Background: an optimization exercise with open tools, aiming at small area. Do not read the settings as production practice.
At most, simulation tests tie the RTL to the original design; equivalence was not proved.
For runs 2, 3 and 5, only the layout was checked, not whether the RTL still works.
Power figures rest on the tool's default switching activity, not on a simulated workload.

[flow/config.mk]
export PLATFORM = sky130hd
export DESIGN_NAME = boreal_ledger
export DESIGN_NICKNAME = boreal_ledger
export VERILOG_FILES = /design/flow/design.v
export SDC_FILE = /design/flow/constraint.sdc
export NUM_CORES = 4
export LEC_CHECK = 0
export CAP_MARGIN = 20
export CORE_MARGIN = 2
export CORE_UTILIZATION = 40
export SLEW_MARGIN = 20
[flow/constraint.sdc]
create_clock -name core_clock -period 5.0 [get_ports {clk}]
set_input_delay 1.0000 -clock core_clock [delete_from_list [all_inputs] [get_ports {clk}]]
set_output_delay 1.0000 -clock core_clock [all_outputs]
set_load 0.01 [all_outputs]
[flow/design.v]
package boreal_ledger_pkg;
  localparam logic [31:0] LEDGER_CHAIN_SEED = 32'hB0EA_1000;
  localparam int COMMITTED_BIT = 0;
  localparam int POLICY_LSB    = 1;
  localparam int NONCE_LSB     = 33;
  localparam int OPCODE_LSB    = 65;
  localparam int ENTRY_W       = 97;
  function automatic logic [31:0] ledger_chain_mix(
    input logic [31:0] chain,
    input logic [31:0] seq,
    input logic [31:0] opcode,
    input logic [31:0] nonce,
    input logic [31:0] policy_hash,
    input logic        committed
  );
    ledger_chain_mix = {chain[26:0], chain[31:27]} ^ seq ^ opcode ^ nonce ^ policy_hash
           ^ {31'b0, committed};
  endfunction
endpackage
import boreal_ledger_pkg::*;
module boreal_ledger_mem
#(
  parameter int DEPTH = 16,
  parameter int AW    = $clog2(DEPTH)
) (
  input  logic               clk,
  input  logic               wr_en,
  input  logic [AW-1:0]      wr_addr,
  input  logic [ENTRY_W-1:0] wr_data,
  input  logic [AW-1:0]      rd_addr,
  output logic [ENTRY_W-1:0] rd_data
);
  logic [ENTRY_W-1:0] mem [DEPTH];
  always_ff @(posedge clk) begin
    if (wr_en) begin
      mem[wr_addr] <= wr_data;
    end
  end
  assign rd_data = mem[rd_addr];
endmodule
import boreal_ledger_pkg::*;
module boreal_ledger
#(
  parameter int DEPTH = 16,
  parameter int AW    = $clog2(DEPTH)
) (
  input  logic          clk,
  input  logic          rst,
  input  logic          ledger_wr_en,
  input  logic [31:0]   wr_opcode,
  input  logic [31:0]   wr_nonce,
  input  logic          wr_committed,
  input  logic [31:0]   wr_policy_hash,
  input  logic          rd_ready,
  output logic          rd_valid,
  output logic [31:0]   rd_seq,
  output logic [31:0]   rd_opcode,
  output logic [31:0]   rd_nonce,
  output logic [31:0]   rd_policy_hash,
  output logic          rd_committed,
  output logic [31:0]   rd_chain,
  output logic [AW:0]   ledger_count,
  output logic          ledger_full,
  output logic          overflow,
  output logic [15:0]   drop_count,
  output logic [31:0]   chain_head
);
  logic [31:0]        seq_ctr;
  logic [31:0]        prev_chain;
  logic               pop;
  logic               wr_accept;
  logic [31:0]        chain_next;
  logic [AW:0]        count_next;
  logic [ENTRY_W-1:0] wr_data;
  logic [ENTRY_W-1:0] rd_data;
  assign pop = rd_valid && rd_ready;
  assign wr_accept = ledger_wr_en && (!ledger_count[AW] || pop);
  assign chain_next = boreal_ledger_pkg::ledger_chain_mix(chain_head, seq_ctr, wr_opcode,
                                       wr_nonce, wr_policy_hash,
                                       wr_committed);
  assign wr_data = {wr_opcode, wr_nonce, wr_policy_hash, wr_committed};
  always_comb begin
    count_next = ledger_count;
    case ({wr_accept, pop})
      2'b10:   count_next = ledger_count + 1'b1;
      2'b01:   count_next = ledger_count - 1'b1;
      default: count_next = ledger_count;
    endcase
  end
  always_ff @(posedge clk) begin
    if (rst) begin
      seq_ctr      <= '0;
      chain_head   <= LEDGER_CHAIN_SEED;
      ledger_count <= '0;
      overflow     <= 1'b0;
      drop_count   <= '0;
    end else begin
      if (wr_accept) begin
        seq_ctr    <= seq_ctr + 32'd1;
        chain_head <= chain_next;
      end else if (ledger_wr_en) begin
        overflow <= 1'b1;
        if (drop_count != 16'hFFFF) begin
          drop_count <= drop_count + 16'd1;
        end
      end
      ledger_count <= count_next;
    end
  end
  assign ledger_full = ledger_count[AW];
  always_ff @(posedge clk) begin
    if (rst) begin
      rd_valid   <= 1'b0;
      prev_chain <= LEDGER_CHAIN_SEED;
    end else if (!rd_valid) begin
      if (ledger_count != '0) begin
        rd_valid <= 1'b1;
      end
    end else if (rd_ready) begin
      rd_valid   <= 1'b0;
      prev_chain <= rd_chain;
    end
  end
  assign rd_seq = seq_ctr - {{(31-AW){1'b0}}, ledger_count};
  boreal_ledger_mem #(
    .DEPTH (DEPTH),
    .AW    (AW)
  ) u_mem (
    .clk     (clk),
    .wr_en   (wr_accept),
    .wr_addr (seq_ctr[AW-1:0]),
    .wr_data (wr_data),
    .rd_addr (rd_seq[AW-1:0]),
    .rd_data (rd_data)
  );
  assign rd_opcode      = rd_data[OPCODE_LSB +: 32];
  assign rd_nonce       = rd_data[NONCE_LSB +: 32];
  assign rd_policy_hash = rd_data[POLICY_LSB +: 32];
  assign rd_committed   = rd_data[COMMITTED_BIT];
  assign rd_chain       = boreal_ledger_pkg::ledger_chain_mix(prev_chain, rd_seq, rd_opcode,
                                       rd_nonce, rd_policy_hash,
                                       rd_committed);
endmodule
[flow/run.sh]
#!/bin/bash
# synth_recipe.tcl (not shown) runs the flow's synth.tcl, then flattens the netlist and writes it again
# the make line also repeats each setting of config.mk as NAME=value (left out here)
make -C /OpenROAD-flow-scripts/flow DESIGN_CONFIG=/design/flow/config.mk WORK_HOME=/design/flow/orfs CLKGATE_MAP_FILE= SYNTH_SCRIPT=/design/flow/synth_recipe.tcl finish
==> impl_metrics.env, run 1 <==
export IMPL_ys_types=74
export IMPL_cts_made_buffers=173
export IMPL_hold_class="flip-flop to flip-flop"
export IMPL_syn_area_um2=67300
export IMPL_rrSetupSlack_ns=0.88
export IMPL_cts_tree="done"
export IMPL_drt_initial_drc_count=3882
export IMPL_tns_ns=-13.00
export IMPL_path_delay_family="adder cells"
export IMPL_clk_transition_reported_paths_ns=0.06
export IMPL_tightestPinTransition_ns=0.997
export IMPL_numPortBuffers=317
export IMPL_drt_antenna_violating_nets=0
export IMPL_pin_count=318
export IMPL_dieHeight_um=414
export IMPL_crit_type="flip-flop to output pin"
export IMPL_synthAdderAreaFrac_pct=0.338
export IMPL_synthSimpleGateAreaFrac_pct=3.30
export IMPL_synth_top_flop_cell="edfxtp_1"
export IMPL_cellPowerDensity_nw_per_um2=822
export IMPL_slowest_stage="fa_4"
export IMPL_cp_common_cell="buf_12"
export IMPL_worst_slack_ns=-0.507
export IMPL_drv_slew=0
export IMPL_status="finished with violations"
export IMPL_grt_pass1_wl_mm=276
export IMPL_synth_edff_count=1552
export IMPL_grt_pass1_vias=36300
export IMPL_grt_max_degree=80
export IMPL_setup_viol=58
export IMPL_cts_root_buf="clkbuf_16"
export IMPL_drc=0
export IMPL_finClkSkew_ns=0.0586
export IMPL_synth_seq_area_share_pct=72.8
export IMPL_num_nets_final=4256
export IMPL_muxShareOfSynthArea_pct=15.3
export IMPL_clock_latency_ns=0.82
export IMPL_cap_violations=0
export IMPL_whs_ns=0.488
export IMPL_r2r_cells=18
export IMPL_ys_seq_elements=1671
export IMPL_core_um2=167000
export IMPL_fin_crit_sh_pct=110
export IMPL_avgSynthCellArea_um2=20.4
export IMPL_htree_levels=4
export IMPL_dpl_cell_area_um2=75800
export IMPL_fin_util_pct=50.7
export IMPL_wl_per_cell_um=30.5
export IMPL_grt_remaining_overflow=0
export IMPL_drive_gt1_share_pct=34.7
export IMPL_die_area_um2=172000
export IMPL_grtUsageTotal_pct=22.7
export IMPL_die_w_um=414
export IMPL_hpwlAfterDp_mm=119
export IMPL_cp_required_ns=4.00
export IMPL_rsz0062_at_grt="true"
export IMPL_worstPathMaxFanout=5
export IMPL_final_common_cell="edfxtp_1"
export IMPL_rows=150
export IMPL_async_reset_ff_share_pct=0
export IMPL_relSlewSlack_pct=33.6
export IMPL_hold_buffers=0
export IMPL_nFillCells=13400
export IMPL_totalPowerFinal_mw=69.7
export IMPL_initial_core_util_pct=40.3
export IMPL_max_freq_mhz=182
export IMPL_fin_crit_ns=5.51
export IMPL_vias=36400
export IMPL_firstDrtPassIters=6
export IMPL_slowest_delay_ns=0.79
export IMPL_postSynthCellCount=3296
export IMPL_yosys_area_top_type="edfxtp_1"
export IMPL_failed_checks="setup timing"
export IMPL_wirelength_mm=198
export IMPL_gp_congestion=0.824
export IMPL_start_kind="flip-flop"
export IMPL_synth_top_family_by_area="multiplexers"
export IMPL_setup_worst_path_start="seq_ctr[0]"
export IMPL_synth_xor_area_share_pct=4.75
export IMPL_clkSinkCount=1671
export IMPL_clockBufferDepth=3
export IMPL_hold_viol=0
export IMPL_ys_top_cells_by_area="edfxtp_1 69%, mux4_2 14%, dfxtp_1 3.5%"
export IMPL_p_leak_nw=28.4
export IMPL_critical_path_buf_inv_count=7
export IMPL_critPathCaptureType="output pin"
export IMPL_antenna_found_initial=18
export IMPL_reg2reg_to="prev_chain[6]"
export IMPL_crit_chain="inv_2, ha_4, inv_2, fa_4, buf_12, buf_12, buf_8, buf_12, mux4_2, xor2_1, mux4_2, xnor2_4, xnor3_2, buf_6"
export IMPL_routed_via_density=5.60
export IMPL_arrival_ns=4.51
export IMPL_yosys_warnings=2
export IMPL_r2r_start="seq_ctr[0]"
export IMPL_synth_nets=3414
export IMPL_syn_to_final_growth_pct=26.0
export IMPL_yosysTopAreaCellShare_pct=69.2
export IMPL_crit_cells=14
export IMPL_synth_compound_area_share_pct=1.71
export IMPL_ir_drop_uv=1030
export IMPL_fin_area_um2=84800
export IMPL_layout_common_cells="1552 x edfxtp_1, 440 x mux4_2, 304 x buf_4, 187 x clkdlybuf4s50_1, 183 x clkbuf_16"
export IMPL_cp_endpoint="rd_chain[21]"
==> per-stage QoR <==
stage	worst slack (ns)	instances
2_1_floorplan	-0.274	3296
3_3_place_gp	-0.271	5952
3_5_place_dp	-0.215	5952
4_1_cts	-0.609	6431
5_1_grt	-0.561	6489
6_report	-0.507	6490
==> metal layers <==
layer  GRT usage [%]  vias to the layer above  share of wire (%)
met5               0                        -              0.065
met4            7.59                       20                3.6
met3            4.28                      285                6.9
met2            36.7                     1449                 49
met1            30.9                    19500                 41
li1                -                    15100                  -
==> flip-flops by register name (all words and copies together) (netlist names) <==
name / count
chain_head: 32
drop_count: 16
ledger_count: 5
overflow: 1
prev_chain: 32
rd_valid: 1
seq_ctr: 32
u_mem.mem: 1552
==> report_power, final <==
group          internal (mW)  switching (mW)
clock                   7.11            5.54
combinational           21.9            19.3
sequential              15.7           0.250
==> cells by family (layout without fill, tap and decap cells) <==
kind of cell / Yosys count / after routing
buffers and inverters: 216 / 1203
muxes: 479 / 479
xor gates and xnor gates: 312 / 312
and+or+nand+nor: 445 / 445
AOI/OAI and AO/OA: 156 / 156
DFF: 1671 / 1671
other: 0 / 3
adders and majority gates: 17 / 17
==> worst register-to-register path: cells and delay by family (launching register included) <==
kind,cells,cell delay (ns)
buffers and inverters,11,1.29
and+or+nand+nor,2,0.20
muxes,2,0.81
DFF,1,0.32
xor gates and xnor gates,1,0.42
adders and majority gates,2,0.92
==> worst min path at each step <==
stage	startpoint	slack, ns	to	cells past startpoint
finish	chain_head[1]	0.49	chain_head[1]	2
global route	chain_head[1]	0.51	chain_head[1]	2
CTS	chain_head[1]	0.49	chain_head[1]	2
detailed placement	chain_head[1]	0.48	chain_head[1]	2
global placement	chain_head[7]	0.47	chain_head[7]	2
floorplan	prev_chain[10]	0.47	prev_chain[10]	2
==> synthesized netlist by cell type, types with 29 or more instances <==
library cell and count:
xor2_1 83, nand3_1 29, mux2i_1 39, o211ai_1 31, dfxtp_1 119, nand2_1 112
edfxtp_1 1552, xnor2_1 195, mux4_2 433, nand4_1 54, nor3_1 31, buf_2 53
clkbuf_1 82, xnor3_1 32, a21oi_1 48, nor2_1 127
==> layout make-up <==
cell class | instances | area (um2) | area share (%)
multi-input cells | 1409 | 18000 | 21.2
well taps | 2204 | 2760 | 3.25
repair buffers | 860 | 9380 | 11.1
inverters | 23 | 98.8 | 0.117
diodes | 3 | 7.51 | 0.00885
clock inverters | 99 | 1020 | 1.20
flip-flops and latches | 1671 | 49000 | 57.8
clock buffers | 221 | 4570 | 5.39
==> timing repair <==
item,in CTS,in global routing
gates cloned,15,8
pin swaps,78,60
gates resized for setup,639,174
setup endpoints to repair,132,118
buffers inserted,155,62
==> run 2: changes to the inputs <==
--- a/flow/design.v
+++ b/flow/design.v
@@ -29,3 +29,3 @@
   input  logic [ENTRY_W-1:0] wr_data,
-  input  logic [AW-1:0]      rd_addr,
+  input  logic [DEPTH-1:0]   rd_sel,
   output logic [ENTRY_W-1:0] rd_data
@@ -38,3 +38,8 @@
   end
-  assign rd_data = mem[rd_addr];
+  always_comb begin
+    rd_data = '0;
+    for (int i = 0; i < DEPTH; i++) begin
+      rd_data = rd_data | ({ENTRY_W{rd_sel[i]}} & mem[i]);
+    end
+  end
 endmodule
@@ -69,2 +74,3 @@
   logic [31:0]        prev_chain;
+  logic [DEPTH-1:0]   rd_sel;
   logic               pop;
@@ -114,2 +120,3 @@
       prev_chain <= LEDGER_CHAIN_SEED;
+      rd_sel     <= DEPTH'(1);
     end else if (!rd_valid) begin
@@ -121,2 +128,3 @@
       prev_chain <= rd_chain;
+      rd_sel     <= {rd_sel[DEPTH-2:0], rd_sel[DEPTH-1]};
     end
@@ -132,3 +140,3 @@
     .wr_data (wr_data),
-    .rd_addr (rd_seq[AW-1:0]),
+    .rd_sel  (rd_sel),
     .rd_data (rd_data)
==> run 2 against run 1 <==
  * Now clean on timing, DRC and antenna
  * Count of clock-buffer cells in the layout increased by 8
  * Synthesized cell count up 8.6%
  * Final cell count fell by 2.2%
  * Combinational power is 77% lower
  * Setup slack better by 0.58 ns
  * Die area decreased by 5.9%
  * Register-to-register slack improved by 1.0 ns
  * Hold slack lost 0.035 ns
  * Critical path type unchanged
  * Highest routed layer unchanged
==> impl_metrics.env, run 2 <==
export IMPL_synth_seq_area_share_pct=77.9
export IMPL_arrival_ns=3.93
export IMPL_r2r_cells=13
export IMPL_gp_congestion=0.899
export IMPL_hold_class="flip-flop to flip-flop"
export IMPL_clkSinkCount=1687
export IMPL_synth_top_flop_cell="edfxtp_1"
export IMPL_hold_path_startpoint="overflow"
export IMPL_drc=0
export IMPL_grtUsageTotal_pct=27.6
export IMPL_power_switching_share_pct=28.7
export IMPL_totalPowerFinal_mw=38.1
export IMPL_clock_latency_ns=0.81
export IMPL_power_frac_comb_pct=24.7
export IMPL_worstPathMaxFanout=9
export IMPL_cts_root_buf="clkbuf_16"
export IMPL_antenna_found_initial=20
export IMPL_start_kind="flip-flop"
export IMPL_yosys_area_top_type="edfxtp_1"
export IMPL_pin_count=318
export IMPL_fin_area_um2=77500
export IMPL_setup_viol=0
export IMPL_dpl_cell_area_um2=70300
export IMPL_synth_nets=3698
export IMPL_ys_types=57
export IMPL_fin_util_pct=49.1
export IMPL_firstDrtPassIters=5
export IMPL_drive_gt1_share_pct=15.0
export IMPL_max_freq_mhz=203
export IMPL_grt_max_degree=80
export IMPL_top_register="u_mem.mem"
export IMPL_min_path_cells=2
export IMPL_whs_ns=0.453
export IMPL_drt_initial_drc_count=5603
export IMPL_clockBufferDepth=3
export IMPL_numPortBuffers=317
export IMPL_final_common_cell="edfxtp_1"
export IMPL_async_reset_ff_share_pct=0
export IMPL_crit_type="flip-flop to output pin"
export IMPL_yosysTopAreaCellShare_pct=73.6
export IMPL_tightestPinTransition_ns=1.10
export IMPL_r2r_start="rd_sel[5]"
export IMPL_place_ws_ns=-0.0218
export IMPL_cp_required_ns=4.00
export IMPL_setup_worst_path_start="rd_sel[4]"
export IMPL_layoutNonFillerInstCount=6347
export IMPL_fin_crit_sh_pct=98.6
export IMPL_layout_common_cells="1552 x edfxtp_1, 382 x a22o_1, 348 x a221oi_1, 301 x clkdlybuf4s50_1, 208 x buf_4"
export IMPL_dieHeight_um=402
export IMPL_syn_to_final_growth_pct=22.4
export IMPL_vias=39600
export IMPL_p_int_mw=27.1
export IMPL_initial_core_util_pct=40.1
export IMPL_relSlewSlack_pct=26.2
export IMPL_cts_made_buffers=170
export IMPL_crit_chain="buf_12, buf_4, a22o_1, a221oi_1, nand4_1, xor2_1, buf_4, xnor3_1, xnor2_1, buf_4, clkdlybuf4s50_1"
export IMPL_status="timing/DRC/antenna clean"
export IMPL_fin_crit_ns=4.93
export IMPL_rows=146
export IMPL_wirelength_mm=228
export IMPL_grt_remaining_overflow=0
export IMPL_switchingPower_mw=10.9
export IMPL_p_leak_nw=25.2
export IMPL_ys_seq_elements=1687
export IMPL_holdPathEnd="overflow"
export IMPL_nFillCells=13200
export IMPL_yosys_warnings=2
export IMPL_finClkSkew_ns=0.0385
export IMPL_syn_area_um2=63300
export IMPL_drt_antenna_violating_nets=0
export IMPL_ys_top_cells_by_area="edfxtp_1 74%, a22o_1 5.3%, a221oi_1 5.0%"
export IMPL_routed_via_density=6.24
export IMPL_yosys_top_cells_count="1552 x edfxtp_1, 382 x a22o_1, 360 x a221oi_1"
export IMPL_ir_drop_uv=670
export IMPL_cp_common_cell="buf_4"
export IMPL_p_clk_share_pct=33.2
export IMPL_avgSynthCellArea_um2=17.7
export IMPL_wl_per_cell_um=35.9
export IMPL_postSynthCellCount=3581
export IMPL_die_area_um2=161000
export IMPL_rrSetupSlack_ns=1.88
export IMPL_slowest_delay_ns=0.55
export IMPL_drv_slew=0
export IMPL_synth_most_common_cell="edfxtp_1"
export IMPL_cts_tree="done"
export IMPL_grt_pass1_wl_mm=310
export IMPL_p_seq_share_pct=42.1
export IMPL_hold_buffers=0
export IMPL_die_w_um=402
export IMPL_tns_ns=0
export IMPL_slowest_stage="clkdlybuf4s50_1"
export IMPL_worst_slack_ns=0.0677
export IMPL_clk_transition_reported_paths_ns=0.06
export IMPL_hpwlAfterDp_mm=129
export IMPL_largest_reg_flops=1552
export IMPL_htree_levels=4
export IMPL_synth_edff_count=1552
export IMPL_reg2reg_to="prev_chain[26]"
export IMPL_dp_cells=5922
export IMPL_cap_violations=0
export IMPL_critPathCaptureType="output pin"
export IMPL_hold_viol=0
export IMPL_core_um2=158000
export IMPL_num_nets_final=4245
export IMPL_grt_pass1_vias=37400
export IMPL_cellPowerDensity_nw_per_um2=491
==> run 2: cell types whose count changed in the layout (fill, tap and decap cells not counted), sizes merged, moves of 16 or more <==
cell,delta
nor3,-20
clkbuf,-23
nand4,+43
buf,-326
clkdlybuf4s50,+114
mux4,-440
mux2i,-38
a22oi,+56
a22o,+382
dfxtp,+16
a221oi,+360
nor2,-44
o211ai,-21
==> run 2: power by group through the flow <==
stage / registers (mW) / clock network (mW) / logic (mW)
finish: 16.0 / 12.6 / 9.41
global route: 16.0 / 13.3 / 9.66
CTS: 16.0 / 12.7 / 9.10
detailed placement: 16.4 / 0 / 8.52
global placement: 16.3 / 0 / 8.56
floorplan: 16.2 / 0 / 3.34
==> run 2: layout make-up <==
cell class | count | area [um2] | area share (%)
Antenna cell | 6 | 15.0 | 0.0194
Clock buffer | 229 | 4610 | 5.95
Clock inverter | 84 | 871 | 1.12
Sequential cell | 1687 | 49400 | 63.7
Tap cell | 2072 | 2590 | 3.35
Inverter | 37 | 144 | 0.186
Timing Repair Buffer | 607 | 6380 | 8.23
Multi-Input combinational cell | 1625 | 13500 | 17.4
==> run 2: logic make-up (layout without fill, tap and decap cells) <==
logic type	count (synthesis)	in the layout	synth area share, %
flip-flops	1687	1687	77.9
AO/OA/AOI/OAI	890	890	11.8
AND/OR/NAND/NOR	413	413	3.36
XOR/XNOR	305	305	4.89
buffers and inverters	269	957	1.71
adder cells (fa/ha/maj)	16	16	0.340
multiplexers	1	1	0.0158
other	0	6	0
==> run 2: worst max path at each step <==
stage | depth (start not counted) | endpoint | slack, ns
3_3_place_gp | 10 | rd_chain[12] | -0.04
3_5_place_dp | 10 | rd_chain[12] | -0.02
6_report | 11 | rd_chain[6] | 0.07
4_1_cts | 10 | rd_chain[18] | 0.003
5_1_grt | 11 | rd_chain[25] | -0.02
2_1_floorplan | 6 | u_mem.mem[4][0] | -1.51
==> run 2: what timing repair did <==
| item | CTS | global route |
|---|---|---|
| buffers inserted | 72 | 34 |
| resized for setup | 67 | 31 |
| setup endpoints to repair | 42 | 28 |
| pin swaps | 34 | 23 |
==> run 2: worst max-delay path: cells and delay by family (launching register included) <==
kind / cells / cell delay, ns
AOI/OAI and AO/OA: 2 / 0.43
DFF: 1 / 0.45
and+or+nand+nor: 1 / 0.18
buffers and inverters: 5 / 1.31
xor gates and xnor gates: 3 / 0.75
==> run 2: per-layer routing <==
metal  track usage (%)  up-vias  part of all wire [%]
met5                 0        -                 0.039
met4              11.0       14                   4.2
met3              7.13      392                    11
met2              41.6     2587                    45
met1              38.2    20800                    39
li1                  -    15800                     -
==> run 3: changes to the inputs <==
--- a/flow/design.v
+++ b/flow/design.v
@@ -73,3 +73,2 @@
   logic [31:0]        seq_ctr;
-  logic [31:0]        prev_chain;
   logic [DEPTH-1:0]   rd_sel;
@@ -119,3 +118,3 @@
       rd_valid   <= 1'b0;
-      prev_chain <= LEDGER_CHAIN_SEED;
+      rd_chain   <= LEDGER_CHAIN_SEED;
       rd_sel     <= DEPTH'(1);
@@ -124,2 +123,5 @@
         rd_valid <= 1'b1;
+        rd_chain <= boreal_ledger_pkg::ledger_chain_mix(rd_chain, rd_seq, rd_opcode,
+                                       rd_nonce, rd_policy_hash,
+                                       rd_committed);
       end
@@ -127,3 +129,2 @@
       rd_valid   <= 1'b0;
-      prev_chain <= rd_chain;
       rd_sel     <= {rd_sel[DEPTH-2:0], rd_sel[DEPTH-1]};
@@ -147,5 +148,2 @@
   assign rd_committed   = rd_data[COMMITTED_BIT];
-  assign rd_chain       = boreal_ledger_pkg::ledger_chain_mix(prev_chain, rd_seq, rd_opcode,
-                                       rd_nonce, rd_policy_hash,
-                                       rd_committed);
 endmodule
==> run 3 against run 2 <==
  * Combinational power is about 30% lower
  * Sequential power about the same
  * Global-route usage shrank 1.3 points
  * Critical path depth down 4
  * Die area decreased by 0.24%
  * Count of clock-buffer cells in the layout grew 5
  * Non-clock buffer count is 159 lower
  * Maximum frequency rose by 0.24%
  * Wire length down 5.0%
  * Register-to-register slack got worse by 0.48 ns
  * Synthesized cell count is 0.34% lower
  * Final cell count is 2.9% lower
  * Critical path type unchanged
  * Largest power group unchanged
==> impl_metrics.env, run 3 <==
export IMPL_yosysTopAreaCellShare_pct=73.8
export IMPL_initial_core_util_pct=40.3
export IMPL_postSynthCellCount=3569
export IMPL_max_freq_mhz=203
export IMPL_wl_per_cell_um=35.1
export IMPL_routed_via_density=6.24
export IMPL_nFillCells=13000
export IMPL_pin_count=318
export IMPL_drive_gt1_share_pct=10.3
export IMPL_status="timing/DRC/antenna clean"
export IMPL_yosys_warnings=2
export IMPL_ys_top_cells_by_area="edfxtp_1 74%, a22o_1 5.4%, a221oi_1 5.2%"
export IMPL_dp_cells=5842
export IMPL_cellPowerDensity_nw_per_um2=465
export IMPL_gp_congestion=0.889
export IMPL_grt_max_degree=84
export IMPL_drt_antenna_violating_nets=0
export IMPL_r2r_start="rd_sel[15]"
export IMPL_finClkSkew_ns=0.0256
export IMPL_drc=0
export IMPL_antenna_found_initial=27
export IMPL_yosys_top_cells_count="1552 x edfxtp_1, 391 x a22o_1, 374 x a221oi_1"
export IMPL_whs_ns=0.478
export IMPL_firstDrtPassIters=6
export IMPL_largest_reg_flops=1552
export IMPL_slowest_delay_ns=0.72
export IMPL_multiInputGateArea_um2=13200
export IMPL_cap_violations=0
export IMPL_hold_class="flip-flop to flip-flop"
export IMPL_hold_buffers=0
export IMPL_syn_area_um2=63200
export IMPL_worst_slack_ns=0.0797
export IMPL_grt_remaining_overflow=0
export IMPL_clock_latency_ns=0.82
export IMPL_die_area_um2=161000
export IMPL_grt_pass1_wl_mm=296
export IMPL_grtUsageTotal_pct=26.2
export IMPL_top_register="u_mem.mem"
export IMPL_min_path_cells=2
export IMPL_rsz0062_at_grt="true"
export IMPL_wirelength_mm=216
export IMPL_cts_made_buffers=168
export IMPL_rrSetupSlack_ns=1.40
export IMPL_cts_tree="done"
export IMPL_dieHeight_um=401
export IMPL_yosys_area_top_type="edfxtp_1"
export IMPL_fin_crit_ns=4.92
export IMPL_layoutNonFillerInstCount=6160
export IMPL_synth_nets=3686
export IMPL_htree_levels=4
export IMPL_synth_top_flop_cell="edfxtp_1"
export IMPL_tns_ns=0
export IMPL_start_kind="flip-flop"
export IMPL_vias=38400
export IMPL_drt_initial_drc_count=5601
export IMPL_reg2reg_to="rd_chain[28]"
export IMPL_tightestPinTransition_ns=1.18
export IMPL_hpwlAfterDp_mm=125
export IMPL_synth_seq_area_share_pct=78.1
export IMPL_crit_type="flip-flop to output pin"
export IMPL_clockBufferDepth=3
export IMPL_slowest_stage="xnor2_1"
export IMPL_numPortBuffers=317
export IMPL_layout_common_cells="1552 x edfxtp_1, 391 x a22o_1, 374 x a221oi_1, 312 x clkdlybuf4s50_1, 171 x clkbuf_16"
export IMPL_grt_pass1_vias=36000
export IMPL_ys_types=52
export IMPL_place_ws_ns=0.475
export IMPL_ir_drop_uv=305
export IMPL_final_common_cell="edfxtp_1"
export IMPL_cp_required_ns=4.00
export IMPL_crit_chain="inv_1, ha_1, nor4_4, nand2_1, or3_1, xnor2_1, clkdlybuf4s50_1"
export IMPL_regArea_um2=49400
export IMPL_clk_transition_reported_paths_ns=0.06
export IMPL_drv_slew=0
export IMPL_rows=145
export IMPL_cts_root_buf="clkbuf_16"
export IMPL_avgSynthCellArea_um2=17.7
export IMPL_hold_path_startpoint="overflow"
export IMPL_p_leak_nw=24.0
export IMPL_die_w_um=401
export IMPL_syn_to_final_growth_pct=19.3
export IMPL_core_um2=157000
export IMPL_synth_most_common_cell="edfxtp_1"
export IMPL_critPathCaptureType="output pin"
export IMPL_setup_worst_path_start="ledger_count[4]"
export IMPL_ys_seq_elements=1687
export IMPL_worstPathMaxFanout=6
export IMPL_async_reset_ff_share_pct=0
export IMPL_setup_viol=0
export IMPL_clkSinkCount=1687
export IMPL_arrival_ns=3.92
export IMPL_num_nets_final=4075
export IMPL_synth_edff_count=1552
export IMPL_holdPathEnd="overflow"
export IMPL_fin_crit_sh_pct=98.4
export IMPL_relSlewSlack_pct=21.7
export IMPL_hold_viol=0
export IMPL_r2r_cells=8
run 3: worst max-delay path by stage:
stage                                   to  slack [ns]  cells after the start
after floorplan           u_mem.mem[12][0]       -1.49                      6
after global placement          rd_seq[25]        0.52                      9
after detailed placement        rd_seq[25]        0.47                      9
after CTS                       rd_seq[25]      -0.007                      9
after global routing            rd_seq[30]       -0.04                      9
final                           rd_seq[13]        0.08                      7
run 3: cell type report:
cell class	instances	share of cell area, %
Multi-Input combinational cell	1630	17.5
Inverter	23	0.115
Antenna cell	5	0.0166
Timing Repair Buffer	448	6.34
Clock inverter	75	0.937
Clock buffer	234	6.13
Tap cell	2058	3.42
Sequential cell	1687	65.5
run 3: cell families (layout without fill, tap and decap cells):
| family | count (synthesis) | after routing | synth area share (%) |
|---|---|---|---|
| other cells | 0 | 5 | 0 |
| fa+ha+maj | 16 | 16 | 0.341 |
| flops | 1687 | 1687 | 78.1 |
| xor+xnor | 292 | 292 | 4.81 |
| buf+inv | 252 | 780 | 1.52 |
| simple gates | 418 | 418 | 3.31 |
| compound gates | 904 | 904 | 12.0 |
run 3: per-layer routing:
metal,vias up,track usage [%],wire [um],part of all wire [%]
met4,28,8.09,6560,3.0
met1,20100,36.6,86700,40
met3,320,6.93,24800,11
li1,15500,-,-,-
met2,2445,40.2,98200,45
met5,-,0,178,0.082
run 3: metrics by stage:
step | total power [mW] | area [um2] | utilization (%)
final | 35.0 | 75300 | 48.1
after global routing | 35.9 | 75300 | 48.1
after CTS | 35.0 | 75200 | 48.1
after detailed placement | 22.8 | 69800 | 44.6
after global placement | 22.8 | 69800 | 44.6
after floorplan | 19.2 | 63200 | -
run 3: report_power, final:
part	internal, mW	total (mW)	leakage [nW]	switching [mW]
clock network	6.91	12.3	2.59	5.38
registers	15.8	16.2	15.1	0.402
logic	2.73	6.57	6.28	3.84
run 3: worst max-delay path: cells and delay by family (launching register included):
| kind | cells | cell delay [ns] |
|---|---|---|
| XOR/XNOR | 1 | 0.72 |
| buffers and inverters | 2 | 0.75 |
| adder cells (fa/ha/maj) | 1 | 0.26 |
| flip-flops | 1 | 0.34 |
| AND/OR/NAND/NOR | 3 | 1.04 |
run 3: timing repair:
item,4_1_cts,5_1_grt
setup buffers,0,4
pin swaps,1,5
setup endpoints to repair,15,10
gates resized for setup,16,11
==> run 4: changes to the inputs <==
--- a/flow/design.v
+++ b/flow/design.v
@@ -26,4 +26,4 @@
   input  logic               clk,
-  input  logic               wr_en,
-  input  logic [AW-1:0]      wr_addr,
+  input  logic [DEPTH-1:0]   row_we,
+  input  logic [DEPTH-1:0]   row_keep,
   input  logic [ENTRY_W-1:0] wr_data,
@@ -34,4 +34,4 @@
   always_ff @(posedge clk) begin
-    if (wr_en) begin
-      mem[wr_addr] <= wr_data;
+    for (int i = 0; i < DEPTH; i++) begin
+      mem[i] <= (mem[i] & {ENTRY_W{row_keep[i]}}) | (wr_data & {ENTRY_W{row_we[i]}});
     end
@@ -74,2 +74,3 @@
   logic [DEPTH-1:0]   rd_sel;
+  logic [DEPTH-1:0]   row_we;
   logic               pop;
@@ -133,2 +134,7 @@
   assign rd_seq = seq_ctr - {{(31-AW){1'b0}}, ledger_count};
+  always_comb begin
+    for (int i = 0; i < DEPTH; i++) begin
+      row_we[i] = wr_accept && (seq_ctr[AW-1:0] == AW'(i));
+    end
+  end
   boreal_ledger_mem #(
@@ -138,4 +144,4 @@
     .clk     (clk),
-    .wr_en   (wr_accept),
-    .wr_addr (seq_ctr[AW-1:0]),
+    .row_we  (row_we),
+    .row_keep(~row_we),
     .wr_data (wr_data),
--- a/flow/config.mk
+++ b/flow/config.mk
@@ -11 +11,2 @@
 export SLEW_MARGIN = 20
+export SYNTH_HIERARCHICAL = 1
==> run 4 against run 3 <==
  * Core utilization is 1.1 points lower
  * Hold slack worse by 0.00058 ns
  * Setup slack improved by 0.0022 ns
==> impl_metrics.env, run 4 <==
export IMPL_tns_ns=0
export IMPL_grt_max_degree=98
export IMPL_htree_levels=4
export IMPL_setup_worst_path_start="rd_sel[4]"
export IMPL_grt_remaining_overflow=0
export IMPL_relSlewSlack_pct=17.8
export IMPL_status="timing/DRC/antenna clean"
export IMPL_dp_cells=7590
export IMPL_fin_area_um2=74500
export IMPL_clkSinkCount=1687
export IMPL_yosysTopAreaCellShare_pct=52.8
export IMPL_hold_viol=0
export IMPL_synth_top_flop_cell="dfxtp_1"
export IMPL_synth_seq_area_share_pct=52.8
export IMPL_dieHeight_um=404
export IMPL_tightestPinTransition_ns=1.23
export IMPL_firstDrtPassIters=5
export IMPL_layout_common_cells="1940 x a22o_1, 1669 x dfxtp_1, 387 x a221oi_1, 316 x clkdlybuf4s50_1, 248 x xnor2_1"
export IMPL_cts_tree="done"
export IMPL_top_register="u_mem.mem"
export IMPL_arrival_ns=3.92
export IMPL_cts_made_buffers=175
export IMPL_hpwlAfterDp_mm=159
export IMPL_critPathCaptureType="output pin"
export IMPL_crit_chain="buf_4, a22o_1, a221oi_1, nand4_1, clkdlybuf4s50_1"
export IMPL_yosys_warnings=9
export IMPL_final_common_cell="a22o_1"
export IMPL_avgSynthCellArea_um2=11.1
export IMPL_initial_core_util_pct=40.3
export IMPL_ys_top_cells_by_area="dfxtp_1 53%, a22o_1 27%, a221oi_1 5.3%"
export IMPL_numPortBuffers=317
export IMPL_core_um2=159000
export IMPL_setup_viol=0
export IMPL_ys_types=50
export IMPL_synth_most_common_cell="a22o_1"
export IMPL_routed_via_density=6.72
export IMPL_wl_per_cell_um=33.0
export IMPL_synth_edff_count=0
export IMPL_worstPathMaxFanout=53
export IMPL_wirelength_mm=261
export IMPL_drv_slew=0
export IMPL_num_nets_final=5814
export IMPL_whs_ns=0.477
export IMPL_fin_crit_ns=4.92
export IMPL_r2r_cells=8
export IMPL_cap_violations=0
export IMPL_layoutNonFillerInstCount=7913
export IMPL_drt_initial_drc_count=6922
export IMPL_yosys_area_top_type="dfxtp_1"
export IMPL_place_ws_ns=0.662
export IMPL_gp_congestion=0.900
export IMPL_dpl_cell_area_um2=68600
export IMPL_cts_root_buf="clkbuf_16"
export IMPL_antenna_found_initial=15
export IMPL_slowest_stage="clkdlybuf4s50_1"
export IMPL_rows=146
export IMPL_crit_type="flip-flop to output pin"
export IMPL_grt_pass1_wl_mm=371
export IMPL_clock_latency_ns=0.83
export IMPL_async_reset_ff_share_pct=0
export IMPL_drt_antenna_violating_nets=0
export IMPL_rsz0062_at_grt="false"
export IMPL_p_leak_nw=28.2
export IMPL_hold_class="flip-flop to flip-flop"
export IMPL_start_kind="flip-flop"
export IMPL_worst_slack_ns=0.0820
export IMPL_pin_count=318
export IMPL_fin_crit_sh_pct=98.4
export IMPL_grtUsageTotal_pct=30.8
export IMPL_max_freq_mhz=203
export IMPL_drive_gt1_share_pct=9.95
export IMPL_cellPowerDensity_nw_per_um2=536
export IMPL_finClkSkew_ns=0.0573
export IMPL_yosys_top_cells_count="1940 x a22o_1, 1687 x dfxtp_1, 547 x clkbuf_1"
export IMPL_clk_transition_reported_paths_ns=0.06
export IMPL_postSynthCellCount=5763
export IMPL_min_path_cells=1
export IMPL_largest_reg_flops=1552
export IMPL_synth_nets=5881
export IMPL_die_w_um=404
export IMPL_r2r_start="rd_sel[1]"
export IMPL_hold_buffers=0
export IMPL_cp_endpoint="rd_policy_hash[25]"
export IMPL_slowest_delay_ns=0.69
export IMPL_syn_to_final_growth_pct=16.6
export IMPL_cp_required_ns=4.00
export IMPL_reg2reg_to="rd_chain[11]"
export IMPL_drc=0
export IMPL_ys_seq_elements=1687
export IMPL_syn_area_um2=63900
export IMPL_clockBufferDepth=3
export IMPL_rrSetupSlack_ns=0.76
export IMPL_ir_drop_uv=419
export IMPL_die_area_um2=163000
export IMPL_grt_pass1_vias=50400
export IMPL_vias=53200
-- run 4: changes by cell type in the layout (fill, tap and decap cells not counted), sizes merged, moves of 17 or more --
cell,before,now
dfxtp,135,1687
clkinv,56,34
clkbuf,234,266
xnor2,170,252
buf,132,226
nor2,104,85
xor2,88,66
xnor3,23,6
a22oi,28,0
nand2,99,116
edfxtp,1552,0
a22o,391,1940
-- run 4: timing repair --
action	CTS	global route
buffers inserted	0	1
pin swaps	0	1
resized for setup	13	3
endpoints found under the setup margin	11	5
-- run 4: critical path: cells and delay by family (launching register included) --
family | cells | cell delay (ns)
AO/OA/AOI/OAI | 2 | 0.69
buffers and inverters | 2 | 1.06
flip-flops | 1 | 0.63
AND/OR/NAND/NOR | 1 | 0.66
-- run 4: cell type report --
type | instances | area [um2]
Antenna cell | 2 | 5.00
Clock inverter | 54 | 637
Tap cell | 2072 | 2590
Fill cell | 14300 | 84000
Multi-Input combinational cell | 3257 | 26900
Inverter | 33 | 204
Clock buffer | 266 | 5230
Sequential cell | 1687 | 33800
Timing Repair Buffer | 542 | 5160
-- run 4: worst min path at each step --
stage | from | end | slack (ns)
after floorplan | u_mem.mem[2][96] | u_mem.mem[2][96] | 0.44
after global placement | u_mem.mem[9][96] | u_mem.mem[9][96] | 0.45
after detailed placement | u_mem.mem[4][96] | u_mem.mem[4][96] | 0.45
after CTS | u_mem.mem[10][96] | u_mem.mem[10][96] | 0.47
after global routing | u_mem.mem[14][85] | u_mem.mem[14][85] | 0.49
final | u_mem.mem[7][1] | u_mem.mem[7][1] | 0.48
-- run 4: kinds of logic after synthesis --
logic type	after synthesis	share of synthesized area [%]
compound gates	2463	33.1
flops	1687	52.8
buf+inv	819	5.51
simple gates	451	3.60
xor+xnor	324	4.57
fa+ha+maj	17	0.356
mux	2	0.0313
-- run 4: layer usage --
layer | up-vias | global-route usage [%] | part of all wire, %
li1 | 22200 | - | -
met1 | 27000 | 40.5 | 40
met2 | 3321 | 45.2 | 43
met3 | 603 | 10.3 | 12
met4 | 18 | 14.8 | 5.2
met5 | - | 0 | 0.036
-- run 4: report_power, final --
group / switching, mW / internal [mW]
clock: 5.77 / 7.63
sequential: 1.23 / 15.2
combinational: 5.62 / 4.52
total: 12.6 / 27.3
-- run 4: per-stage QoR --
stage / util (%) / power [mW]
after global routing: 47.0 / 41.2
after detailed placement: 43.3 / 26.5
after global placement: 43.3 / 26.4
final: 47.0 / 40.0
after floorplan: - / 21.5
after CTS: 47.0 / 39.8
==> run 5: changes to the inputs <==
--- a/flow/design.v
+++ b/flow/design.v
@@ -73,2 +73,3 @@
   logic [31:0]        seq_ctr;
+  logic [31:0]        prev_chain;
   logic [DEPTH-1:0]   rd_sel;
@@ -119,3 +120,3 @@
       rd_valid   <= 1'b0;
-      rd_chain   <= LEDGER_CHAIN_SEED;
+      prev_chain <= LEDGER_CHAIN_SEED;
       rd_sel     <= DEPTH'(1);
@@ -124,5 +125,2 @@
         rd_valid <= 1'b1;
-        rd_chain <= boreal_ledger_pkg::ledger_chain_mix(rd_chain, rd_seq, rd_opcode,
-                                       rd_nonce, rd_policy_hash,
-                                       rd_committed);
       end
@@ -130,2 +128,3 @@
       rd_valid   <= 1'b0;
+      prev_chain <= rd_chain;
       rd_sel     <= {rd_sel[DEPTH-2:0], rd_sel[DEPTH-1]};
@@ -154,2 +153,5 @@
   assign rd_committed   = rd_data[COMMITTED_BIT];
+  assign rd_chain       = boreal_ledger_pkg::ledger_chain_mix(prev_chain, rd_seq, rd_opcode,
+                                       rd_nonce, rd_policy_hash,
+                                       rd_committed);
 endmodule
==> run 5 against run 4 <==
  * The layout now fails its checks (setup timing)
  * Combinational power grew 37%
  * Core utilization up 1.7 points
  * Non-clock buffer count rose by 209
  * Clock power hardly changed
  * Register-to-register slack improved by 0.96 ns
  * Sequential power about the same
  * Clock skew grew 0.0046 ns
  * Critical endpoint is now rd_chain[19]
  * Largest cell class unchanged
  * Highest routed layer unchanged
==> impl_metrics.env, run 5 <==
export IMPL_gp_congestion=0.937
export IMPL_worstPathMaxFanout=29
export IMPL_syn_area_um2=64400
export IMPL_nFillCells=14200
export IMPL_clockBufferDepth=3
export IMPL_pin_count=318
export IMPL_htree_levels=4
export IMPL_p_leak_nw=29.9
export IMPL_largest_reg_flops=1552
export IMPL_hold_class="flip-flop to flip-flop"
export IMPL_clk_transition_reported_paths_ns=0.06
export IMPL_max_freq_mhz=199
export IMPL_relSlewSlack_pct=17.3
export IMPL_cap_violations=0
export IMPL_finClkSkew_ns=0.0619
export IMPL_grt_pass1_wl_mm=383
export IMPL_totalPowerFinal_mw=43.8
export IMPL_syn_to_final_growth_pct=21.3
export IMPL_avgSynthCellArea_um2=11.1
export IMPL_drt_initial_drc_count=7920
export IMPL_arrival_ns=4.03
export IMPL_path_delay_family="buffers and inverters"
export IMPL_yosys_area_top_type="dfxtp_1"
export IMPL_cp_common_cell="xnor2_1"
export IMPL_postSynthCellCount=5808
export IMPL_synth_edff_count=0
export IMPL_wirelength_mm=274
export IMPL_hpwlAfterDp_mm=168
export IMPL_rows=147
export IMPL_rsz0062_at_grt="true"
export IMPL_grt_max_degree=98
export IMPL_die_w_um=405
export IMPL_layout_common_cells="1940 x a22o_1, 1669 x dfxtp_1, 355 x buf_4, 352 x a221oi_1, 303 x clkdlybuf4s50_1"
export IMPL_core_um2=160000
export IMPL_slowest_stage="clkdlybuf4s50_1"
export IMPL_start_kind="flip-flop"
export IMPL_synth_most_common_cell="a22o_1"
export IMPL_final_common_cell="a22o_1"
export IMPL_crit_chain="buf_12, buf_4, a221oi_1, nand4_1, xor2_1, xnor2_1, xnor2_1, clkdlybuf4s50_1"
export IMPL_firstDrtPassIters=6
export IMPL_grt_remaining_overflow=0
export IMPL_multiInputGateArea_um2=27900
export IMPL_power_switching_share_pct=32.3
export IMPL_yosysTopAreaCellShare_pct=52.5
export IMPL_slowest_delay_ns=0.56
export IMPL_async_reset_ff_share_pct=0
export IMPL_hold_buffers=0
export IMPL_num_nets_final=6062
export IMPL_worst_slack_ns=-0.0324
export IMPL_initial_core_util_pct=40.2
export IMPL_tightestPinTransition_ns=1.24
export IMPL_clkSinkCount=1687
export IMPL_dieHeight_um=405
export IMPL_drive_gt1_share_pct=14.3
export IMPL_drt_antenna_violating_nets=0
export IMPL_cts_tree="done"
export IMPL_hold_viol=0
export IMPL_ir_drop_uv=740
export IMPL_cts_made_buffers=175
export IMPL_drc=0
export IMPL_cellPowerDensity_nw_per_um2=561
export IMPL_failed_checks="setup timing"
export IMPL_cts_root_buf="clkbuf_16"
export IMPL_routed_via_density=6.70
export IMPL_ys_seq_elements=1687
export IMPL_fin_crit_ns=5.03
export IMPL_synth_top_flop_cell="dfxtp_1"
export IMPL_synth_seq_area_share_pct=52.5
export IMPL_wl_per_cell_um=33.2
export IMPL_p_int_mw=29.7
export IMPL_grt_pass1_vias=50900
export IMPL_place_ws_ns=-0.0297
export IMPL_grtUsageTotal_pct=31.9
export IMPL_crit_type="flip-flop to output pin"
export IMPL_cp_required_ns=4.00
export IMPL_whs_ns=0.450
export IMPL_yosys_warnings=9
export IMPL_critical_path_buf_inv_count=3
export IMPL_regArea_um2=33800
export IMPL_ys_top_cells_by_area="dfxtp_1 52%, a22o_1 26%, a221oi_1 5.3%"
export IMPL_drv_slew=0
export IMPL_p_clk_share_pct=31.2
export IMPL_top_register="u_mem.mem"
export IMPL_switchingPower_mw=14.2
export IMPL_antenna_found_initial=22
export IMPL_status="finished with violations"
export IMPL_numPortBuffers=317
export IMPL_dp_cells=7808
export IMPL_power_frac_comb_pct=31.5
export IMPL_fin_crit_sh_pct=101
export IMPL_fin_util_pct=48.7
export IMPL_vias=55300
export IMPL_p_seq_share_pct=37.3
export IMPL_critPathCaptureType="output pin"
export IMPL_clock_latency_ns=0.85
export IMPL_ys_types=62
export IMPL_yosys_top_cells_count="1940 x a22o_1, 1687 x dfxtp_1, 546 x clkbuf_1"
export IMPL_layoutNonFillerInstCount=8247
export IMPL_synth_nets=5926
export IMPL_setup_viol=1
export IMPL_die_area_um2=164000
-- run 5: cell count changes after synthesis, sizes merged, moves of 9 or more --
cell	before	now
nor3	25	36
xnor2	252	261
a21oi	69	53
o21ai	31	6
o211ai	11	0
nor2	85	123
a211o	0	10
-- run 5: routing by layer --
| metal | share of wire [%] | track usage [%] | vias up | wire length, um |
|---|---|---|---|---|
| met4 | 4.5 | 13.6 | 16 | 12500 |
| met3 | 13 | 9.62 | 626 | 34300 |
| met2 | 42 | 46.2 | 3732 | 115000 |
| met5 | 0.032 | 0 | - | 89 |
| met1 | 41 | 43.9 | 28100 | 113000 |
| li1 | - | - | 22800 | - |
-- run 5: worst min-delay path, cell delays in order (launching register included) --
cell,delay (ns)
dfxtp_1,0.31
inv_1,0.05
a21oi_1,0.05
-- run 5: final timing paths --
| kind | start | to | slack [ns] | cells past startpoint |
|---|---|---|---|---|
| worst min register to register | overflow | overflow | 0.45 | 2 |
| worst max-delay path | rd_sel[8] | rd_chain[19] | -0.03 | 8 |
| worst min-delay path | overflow | overflow | 0.45 | 2 |
| worst max register to register | rd_valid | u_mem.mem[5][67] | 1.72 | 7 |
-- run 5: layout make-up --
| type | instances | share of cell area [%] |
|---|---|---|
| Inverter | 37 | 0.280 |
| Timing Repair Buffer | 751 | 9.47 |
| Sequential cell | 1687 | 43.3 |
| Antenna cell | 3 | 0.00961 |
| Clock inverter | 51 | 0.960 |
| Multi-Input combinational cell | 3292 | 35.7 |
| Tap cell | 2160 | 3.46 |
| Clock buffer | 266 | 6.76 |
-- run 5: cell families after synthesis --
group | Yosys count | share of synthesized area (%)
and+or+nand+nor | 497 | 3.97
DFF | 1687 | 52.5
AOI/OAI and AO/OA | 2433 | 32.8
adders and majority gates | 17 | 0.354
xor gates and xnor gates | 337 | 4.80
buffers and inverters | 829 | 5.52
muxes | 8 | 0.124
-- run 5: power by group through the flow --
stage               Clock, mW  Combinational [mW]  Sequential, mW
CTS                      13.7                13.1            16.2
global placement            0                12.2            16.5
floorplan                   0                5.94            16.2
detailed placement          0                12.2            16.5
global route             14.3                14.3            16.4
finish                   13.7                13.8            16.3
-- run 5: timing repair --
item                                    CTS  global route
setup buffers                            80            39
endpoints found under the setup margin   48            40
gates resized for setup                  73            58
pin swaps                                53            27
-- run 5: metrics by stage --
step	TNS (ns)	instance area (um2)
floorplan	0	64400
global placement	-0.0555	70200
detailed placement	-0.0297	70200
CTS	0	77400
global route	-0.341	78100
finish	-0.0324	78100
==> run 6: changes to the inputs <==
--- a/flow/design.v
+++ b/flow/design.v
@@ -73,3 +73,2 @@
   logic [31:0]        seq_ctr;
-  logic [31:0]        prev_chain;
   logic [DEPTH-1:0]   rd_sel;
@@ -120,3 +119,3 @@
       rd_valid   <= 1'b0;
-      prev_chain <= LEDGER_CHAIN_SEED;
+      rd_chain   <= LEDGER_CHAIN_SEED;
       rd_sel     <= DEPTH'(1);
@@ -125,2 +124,5 @@
         rd_valid <= 1'b1;
+        rd_chain <= boreal_ledger_pkg::ledger_chain_mix(rd_chain, rd_seq, rd_opcode,
+                                       rd_nonce, rd_policy_hash,
+                                       rd_committed);
       end
@@ -128,3 +130,2 @@
       rd_valid   <= 1'b0;
-      prev_chain <= rd_chain;
       rd_sel     <= {rd_sel[DEPTH-2:0], rd_sel[DEPTH-1]};
@@ -153,5 +154,2 @@
   assign rd_committed   = rd_data[COMMITTED_BIT];
-  assign rd_chain       = boreal_ledger_pkg::ledger_chain_mix(prev_chain, rd_seq, rd_opcode,
-                                       rd_nonce, rd_policy_hash,
-                                       rd_committed);
 endmodule
==> flow/flow/run.sh (new file) <==
#!/bin/bash
# The standard layout (the standard.sh, unchanged synthesis, floorplan,
# power grid and routing), with two placement/CTS choices changed:
#   - port buffers are sky130_fd_sc_hd__buf_1 instead of the resizer's pick
#     (a clkdlybuf4s50_1 delay cell); every port still gets its own buffer;
#   - clock tree synthesis inserts no dummy loads and builds the tree of
#     clkbuf_8 cells.
# Each make step's full output is in orfs/logs/...; make's own output goes to
# flow_make.log in this folder.
set -euo pipefail
export BUFFER_PORTS_ARGS="-buffer_cell sky130_fd_sc_hd__buf_1"
export CTS_ARGS="-sink_clustering_enable -repair_clock_nets -dont_use_dummy_load -buf_list sky130_fd_sc_hd__clkbuf_8"
bash standard.sh finish > flow_make.log 2>&1
==> flow/standard.sh (new file) <==
#!/bin/bash
# synth_recipe.tcl (not shown) runs the flow's synth.tcl, then flattens the netlist and writes it again
# the make line also repeats each setting of config.mk as NAME=value (left out here)
make -C /OpenROAD-flow-scripts/flow DESIGN_CONFIG=/design/flow/config.mk WORK_HOME=/design/flow/orfs CLKGATE_MAP_FILE= SYNTH_SCRIPT=/design/flow/synth_recipe.tcl "${@:-finish}"
removed: flow/run.sh
==> run 6 against run 5 <==
  * The run now finishes clean
  * Total power shrank 18%
  * Setup slack gained 0.099 ns
  * Final cell count shrank 4.6%
  * Wire length shrank 3.3%
  * Critical path depth is the same
  * Maximum frequency grew 2.0%
  * Die area shrank 0.65%
  * Sequential power is essentially flat
  * Clock skew shrank 0.012 ns
  * Critical endpoint is now rd_seq[10]
==> impl_metrics.env, run 6 <==
export IMPL_wirelength_mm=265
export IMPL_synth_edff_count=0
export IMPL_drive_gt1_share_pct=9.69
export IMPL_layoutNonFillerInstCount=7868
export IMPL_drt_met1_wl_mm=106
export IMPL_antenna_found_initial=19
export IMPL_ys_top_cells_by_area="dfxtp_1 53%, a22o_1 27%, a221oi_1 5.3%"
export IMPL_cts_tree="done"
export IMPL_clockBufferDepth=4
export IMPL_fin_crit_sh_pct=98.7
export IMPL_drv_slew=0
export IMPL_setup_viol=0
export IMPL_cap_violations=0
export IMPL_dp_cells=7557
export IMPL_die_area_um2=163000
export IMPL_avgSynthCellArea_um2=11.1
export IMPL_final_common_cell="a22o_1"
export IMPL_yosys_warnings=9
export IMPL_fin_crit_ns=4.93
export IMPL_path_delay_family="simple AND/OR/NAND/NOR gates"
export IMPL_ir_drop_uv=316
export IMPL_cellPowerDensity_nw_per_um2=509
export IMPL_worstPathMaxFanout=13
export IMPL_whs_ns=0.329
export IMPL_wl_per_cell_um=33.7
export IMPL_grt_pass1_vias=51200
export IMPL_critical_path_buf_inv_count=2
export IMPL_dieHeight_um=404
export IMPL_cp_required_ns=4.00
export IMPL_relSlewSlack_pct=20.6
export IMPL_top_layer_used="met5"
export IMPL_clk_transition_reported_paths_ns=0.06
export IMPL_clock_latency_ns=1.02
export IMPL_max_freq_mhz=203
export IMPL_grt_pass1_wl_mm=374
export IMPL_crit_chain="inv_1, ha_1, nor2b_1, o31a_2, nor2_2, nand3b_1, xnor2_1, buf_1"
export IMPL_cts_made_buffers=294
export IMPL_async_reset_ff_share_pct=0
export IMPL_finClkSkew_ns=0.0498
export IMPL_totalPowerFinal_mw=36.0
export IMPL_yosys_area_top_type="dfxtp_1"
export IMPL_crit_type="flip-flop to output pin"
export IMPL_drt_antenna_violating_nets=0
export IMPL_synth_top_flop_cell="dfxtp_1"
export IMPL_synth_most_common_cell="a22o_1"
export IMPL_critPathCaptureType="output pin"
export IMPL_num_nets_final=5900
export IMPL_yosys_top_cells_count="1940 x a22o_1, 1687 x dfxtp_1, 547 x clkbuf_1"
export IMPL_slowest_stage="xnor2_1"
export IMPL_routed_via_density=6.84
export IMPL_pin_count=318
export IMPL_cts_root_buf="clkbuf_8"
export IMPL_largest_reg_flops=1552
export IMPL_top_register="u_mem.mem"
export IMPL_grt_max_degree=106
export IMPL_hpwlAfterDp_mm=160
export IMPL_postSynthCellCount=5763
export IMPL_initial_core_util_pct=40.3
export IMPL_hold_class="input port to flip-flop"
export IMPL_start_kind="flip-flop"
export IMPL_grt_remaining_overflow=0
export IMPL_core_um2=159000
export IMPL_rows=146
export IMPL_slowest_delay_ns=0.57
export IMPL_clkSinkCount=1687
export IMPL_tightestPinTransition_ns=1.19
export IMPL_drc=0
export IMPL_tns_ns=0
export IMPL_numPortBuffers=317
export IMPL_ys_seq_elements=1687
export IMPL_htree_levels=5
export IMPL_arrival_ns=3.93
export IMPL_rsz0062_at_grt="false"
export IMPL_hold_viol=0
export IMPL_firstDrtPassIters=8
export IMPL_syn_to_final_growth_pct=10.5
export IMPL_die_w_um=404
export IMPL_layout_common_cells="1940 x a22o_1, 1671 x dfxtp_1, 387 x a221oi_1, 313 x buf_1, 294 x clkbuf_8"
export IMPL_synth_nets=5881
export IMPL_met2_length_mm=111
export IMPL_synth_seq_area_share_pct=52.8
export IMPL_ys_types=50
export IMPL_p_leak_nw=26.5
export IMPL_met3WireLength_mm=32.9
export IMPL_status="timing/DRC/antenna clean"
export IMPL_grtUsageTotal_pct=31.2
export IMPL_yosysTopAreaCellShare_pct=52.8
export IMPL_drt_initial_drc_count=7446
export IMPL_gp_congestion=0.907
export IMPL_syn_area_um2=63900
export IMPL_nFillCells=14800
export IMPL_vias=53800
run 6: per-layer routing:
metal  GRT usage, %  vias up
li1               -    22300
met1           41.0    27100
met2           45.4     3679
met3           10.2      746
met4           16.5       22
met5              0        -
run 6: final timing paths:
kind	cells past startpoint	slack, ns	end	from
setup / recovery	8	0.07	rd_seq[10]	ledger_count[2]
hold / removal	2	0.33	chain_head[7]	rst
setup reg to reg	8	1.14	rd_chain[4]	rd_sel[14]
hold reg to reg	2	0.46	overflow	overflow
run 6: through the flow:
stage	cell area [um2]	util [%]	setup WS, ns
after detailed placement	66500	42.0	0.835
after global routing	70600	44.6	0.0165
after global placement	66500	42.0	0.607
after floorplan	63900	-	1.43
after CTS	70600	44.5	0.00968
final	70700	44.6	0.0666
run 6: layout make-up:
| class | count | area, um2 | area share [%] |
|---|---|---|---|
| multi-input combinational | 3257 | 26800 | 38.0 |
| sequential | 1687 | 33800 | 47.9 |
| tap | 2072 | 2590 | 3.67 |
| antenna | 16 | 40.0 | 0.0567 |
| timing repair buffer | 509 | 3120 | 4.42 |
| inverter | 33 | 204 | 0.289 |
| clock buffer | 294 | 4050 | 5.73 |
run 6: cell families after synthesis:
family | synth area share, %
AND/OR/NAND/NOR | 3.60
buffers and inverters | 5.51
XOR/XNOR | 4.57
flip-flops | 52.8
AO/OA/AOI/OAI | 33.1
multiplexers | 0.0313
adder cells (fa/ha/maj) | 0.356
run 6: repair_timing:
item                                    CTS  global route
gates resized for setup                   4             3
endpoints found under the setup margin    4             7
buffers inserted                          0             0
pin swaps                                 0             0
hold buffers                              0             0
run 6: report_power, final:
part / total, mW / switching (mW) / leakage, nW / internal (mW)
clock: 10.4 / 5.16 / 2.11 / 5.19
combinational: 9.22 / 5.64 / 10.6 / 3.58
sequential: 16.4 / 1.21 / 13.7 / 15.2
==> run 7: changes to the inputs <==
==> flow/flow/run.sh (replaced) <==
#!/bin/bash
# The standard layout (the standard.sh, unchanged synthesis, floorplan,
# power grid and routing), with two placement/CTS choices changed:
#   - port buffers are sky130_fd_sc_hd__buf_1 instead of the resizer's pick
#     (a clkdlybuf4s50_1 delay cell); every port still gets its own buffer;
#   - clock tree synthesis inserts no dummy loads.
# Each make step's full output is in orfs/logs/...; make's own output goes to
# flow_make.log in this folder.
set -euo pipefail
export BUFFER_PORTS_ARGS="-buffer_cell sky130_fd_sc_hd__buf_1"
export CTS_ARGS="-sink_clustering_enable -repair_clock_nets -dont_use_dummy_load"
bash standard.sh finish > flow_make.log 2>&1
==> run 7 against run 6 <==
  * Synthesized cell count stayed put
  * Non-clock buffer count down 1
  * Clock skew increased by 0.019 ns
  * Via count fell by 1.3%
  * Setup slack got worse by 0.0077 ns
  * Global-route usage shrank 0.20 points
  * First-iteration DRC count decreased by 3.6%
  * Largest cell class unchanged
  * Critical endpoint is now rd_seq[22]
  * Sequential cell count unchanged
  * Critical path depth is 1 lower
  * Die area did not move
  * Sequential power barely moved
  * Final cell count down 1.6%
==> impl_metrics.env, run 7 <==
export IMPL_rows=146
export IMPL_hpwlAfterDp_mm=160
export IMPL_drt_initial_drc_count=7180
export IMPL_fin_crit_ns=4.94
export IMPL_synth_top_flop_cell="dfxtp_1"
export IMPL_clkSinkCount=1687
export IMPL_cts_tree="done"
export IMPL_cts_root_buf="clkbuf_16"
export IMPL_drv_slew=0
export IMPL_drive_gt1_share_pct=7.69
export IMPL_worstPathMaxFanout=13
export IMPL_whs_ns=0.465
export IMPL_tightestPinTransition_ns=1.22
export IMPL_worst_slack_ns=0.0589
export IMPL_tns_ns=0
export IMPL_ir_drop_uv=380
export IMPL_num_nets_final=5780
export IMPL_relSlewSlack_pct=19.0
export IMPL_final_common_cell="a22o_1"
export IMPL_synth_nets=5881
export IMPL_pin_count=318
export IMPL_yosys_area_top_type="dfxtp_1"
export IMPL_status="timing/DRC/antenna clean"
export IMPL_clockBufferDepth=3
export IMPL_p_leak_nw=26.5
export IMPL_fin_util_pct=44.8
export IMPL_grtUsageTotal_pct=31.0
export IMPL_antenna_found_initial=16
export IMPL_setup_viol=0
export IMPL_synth_most_common_cell="a22o_1"
export IMPL_yosys_warnings=9
export IMPL_arrival_ns=3.94
export IMPL_cellPowerDensity_nw_per_um2=518
export IMPL_htree_levels=4
export IMPL_yosysTopAreaCellShare_pct=52.8
export IMPL_ys_top_cells_by_area="dfxtp_1 53%, a22o_1 27%, a221oi_1 5.3%"
export IMPL_die_w_um=404
export IMPL_top_register="u_mem.mem"
export IMPL_drc=0
export IMPL_crit_type="flip-flop to output pin"
export IMPL_hold_class="flip-flop to flip-flop"
export IMPL_core_um2=159000
export IMPL_synth_edff_count=0
export IMPL_syn_area_um2=63900
export IMPL_firstDrtPassIters=6
export IMPL_cts_made_buffers=175
export IMPL_numPortBuffers=317
export IMPL_wirelength_mm=263
export IMPL_muxShareOfSynthArea_pct=0.0313
export IMPL_vias=53200
export IMPL_critPathCaptureType="output pin"
export IMPL_initial_core_util_pct=40.3
export IMPL_wl_per_cell_um=33.9
export IMPL_max_freq_mhz=202
export IMPL_grt_pass1_vias=50300
export IMPL_synth_compound_area_share_pct=33.1
export IMPL_grt_max_degree=106
export IMPL_fin_area_um2=71000
export IMPL_synth_top_family_by_area="compound AO/OA/AOI/OAI gates"
export IMPL_ys_seq_elements=1687
export IMPL_yosys_top_cells_count="1940 x a22o_1, 1687 x dfxtp_1, 547 x clkbuf_1"
export IMPL_cp_required_ns=4.00
export IMPL_postSynthCellCount=5763
export IMPL_avgSynthCellArea_um2=11.1
export IMPL_grt_remaining_overflow=0
export IMPL_drt_antenna_violating_nets=0
export IMPL_synthAdderAreaFrac_pct=0.356
export IMPL_hold_viol=0
export IMPL_routed_via_density=6.86
export IMPL_syn_to_final_growth_pct=11.0
export IMPL_synthSimpleGateAreaFrac_pct=3.60
export IMPL_dpl_cell_area_um2=66500
export IMPL_ys_types=50
export IMPL_die_area_um2=163000
export IMPL_dieHeight_um=404
export IMPL_fin_crit_sh_pct=98.8
export IMPL_clk_transition_reported_paths_ns=0.05
export IMPL_synth_xor_area_share_pct=4.57
export IMPL_clock_latency_ns=0.82
export IMPL_start_kind="flip-flop"
export IMPL_largest_reg_flops=1552
export IMPL_gp_congestion=0.907
export IMPL_synth_seq_area_share_pct=52.8
export IMPL_rsz0062_at_grt="false"
export IMPL_cap_violations=0
export IMPL_layout_common_cells="1940 x a22o_1, 1671 x dfxtp_1, 387 x a221oi_1, 313 x buf_1, 251 x xnor2_1"
export IMPL_async_reset_ff_share_pct=0
export IMPL_grt_pass1_wl_mm=372
export IMPL_cts_setup_buffers=0
export IMPL_place_ws_ns=0.835
export IMPL_finClkSkew_ns=0.0688
[run 7: cell counts after synthesis]
Identical to the previous run, type by type.
[run 7: layer usage]
metal,GRT usage [%],up-vias,share of wire [%]
li1,-,22100,-
met1,41.3,27000,40
met2,45.6,3471,42
met3,9.51,607,12
met4,15.0,20,5.0
met5,0,-,0.048
[run 7: worst max-delay path, stage by stage, from the launching register on]
cell and delay [ns]:
dfxtp_1 0.62, inv_1 0.11, ha_1 0.41, o21a_1 0.22, o31a_1 0.33, or4_1 0.67
xnor2_1 0.61, buf_1 0.21
[run 7: logic make-up after synthesis]
group | Yosys count
AO/OA/AOI/OAI | 2463
AND/OR/NAND/NOR | 451
buffers and inverters | 819
XOR/XNOR | 324
adder cells (fa/ha/maj) | 17
flip-flops | 1687
multiplexers | 2
[run 7: metrics by stage]
| step | total power [mW] | std cells |
|---|---|---|
| 6_report | 36.7 | 7745 |
| 5_1_grt | 37.8 | 7734 |
| 4_1_cts | 36.5 | 7732 |
| 3_5_place_dp | 25.5 | 7557 |
| 3_3_place_gp | 25.4 | 7556 |
| 2_1_floorplan | 21.5 | 5763 |
[run 7: repair_timing]
item,CTS,global route
hold buffers,0,0
resized for setup,0,1
endpoints found under the setup margin,0,1
[run 7: worst paths after layout]
| path | from | to | slack [ns] | cells after the start |
|---|---|---|---|---|
| worst max register to register | rd_sel[5] | rd_chain[25] | 1.16 | 8 |
| worst min-delay path | overflow | overflow | 0.46 | 2 |
| worst max-delay path | ledger_count[3] | rd_seq[22] | 0.06 | 7 |
| worst min register to register | overflow | overflow | 0.46 | 2 |
[run 7: area by class of cell]
class | instances | area, um2
fillers | 14700 | 87600
flip-flops and latches | 1687 | 33800
multi-input cells | 3257 | 26800
clock buffers | 175 | 4380
repair buffers | 508 | 3110
well taps | 2072 | 2590
inverters | 33 | 204
diodes | 13 | 32.5
[run 7: report_power, final]
group | switching (mW) | leakage, nW | total, mW | internal, mW
Clock | 5.05 | 2.16 | 11.1 | 6.10
Combinational | 5.62 | 10.6 | 9.18 | 3.56
Sequential | 1.21 | 13.7 | 16.4 | 15.2

re-timing with driven ports:
No port has a modelled driver above. Below, the same layouts with a new extraction and two added sets of constraints. Step 1: set_driving_cell puts a clkbuf_16 on clk and a buf_2 on each other input, an assumption about the parent block. Step 2 adds t to the input delays and takes it off the output delays; t is the mean of the earliest and latest rising clock arrival at the registers after step 1. Input paths then give back, and output paths get back, about the clock's delay inside the block. Slacks: ideal ports / drivers / drivers and shift; pairs: ideal ports / drivers.
run | t, ns | slack for setup (ns) | pins driven straight from the clock port
run 1 | 0.887 | -0.507 / -0.597 / 0.290 | 1
run 2 | 0.879 | 0.068 / -0.017 / 0.862 | 1
run 3 | 0.890 | 0.080 / -0.008 / 0.848 | 1
run 4 | 0.881 | 0.082 / -0.002 / 0.681 | 1
run 5 | 0.897 | -0.032 / -0.115 / 0.625 | 1
run 6 | 1.069 | 0.067 / -0.020 / 0.684 | 1
run 7 | 0.869 | 0.059 / -0.026 / 0.630 | 1
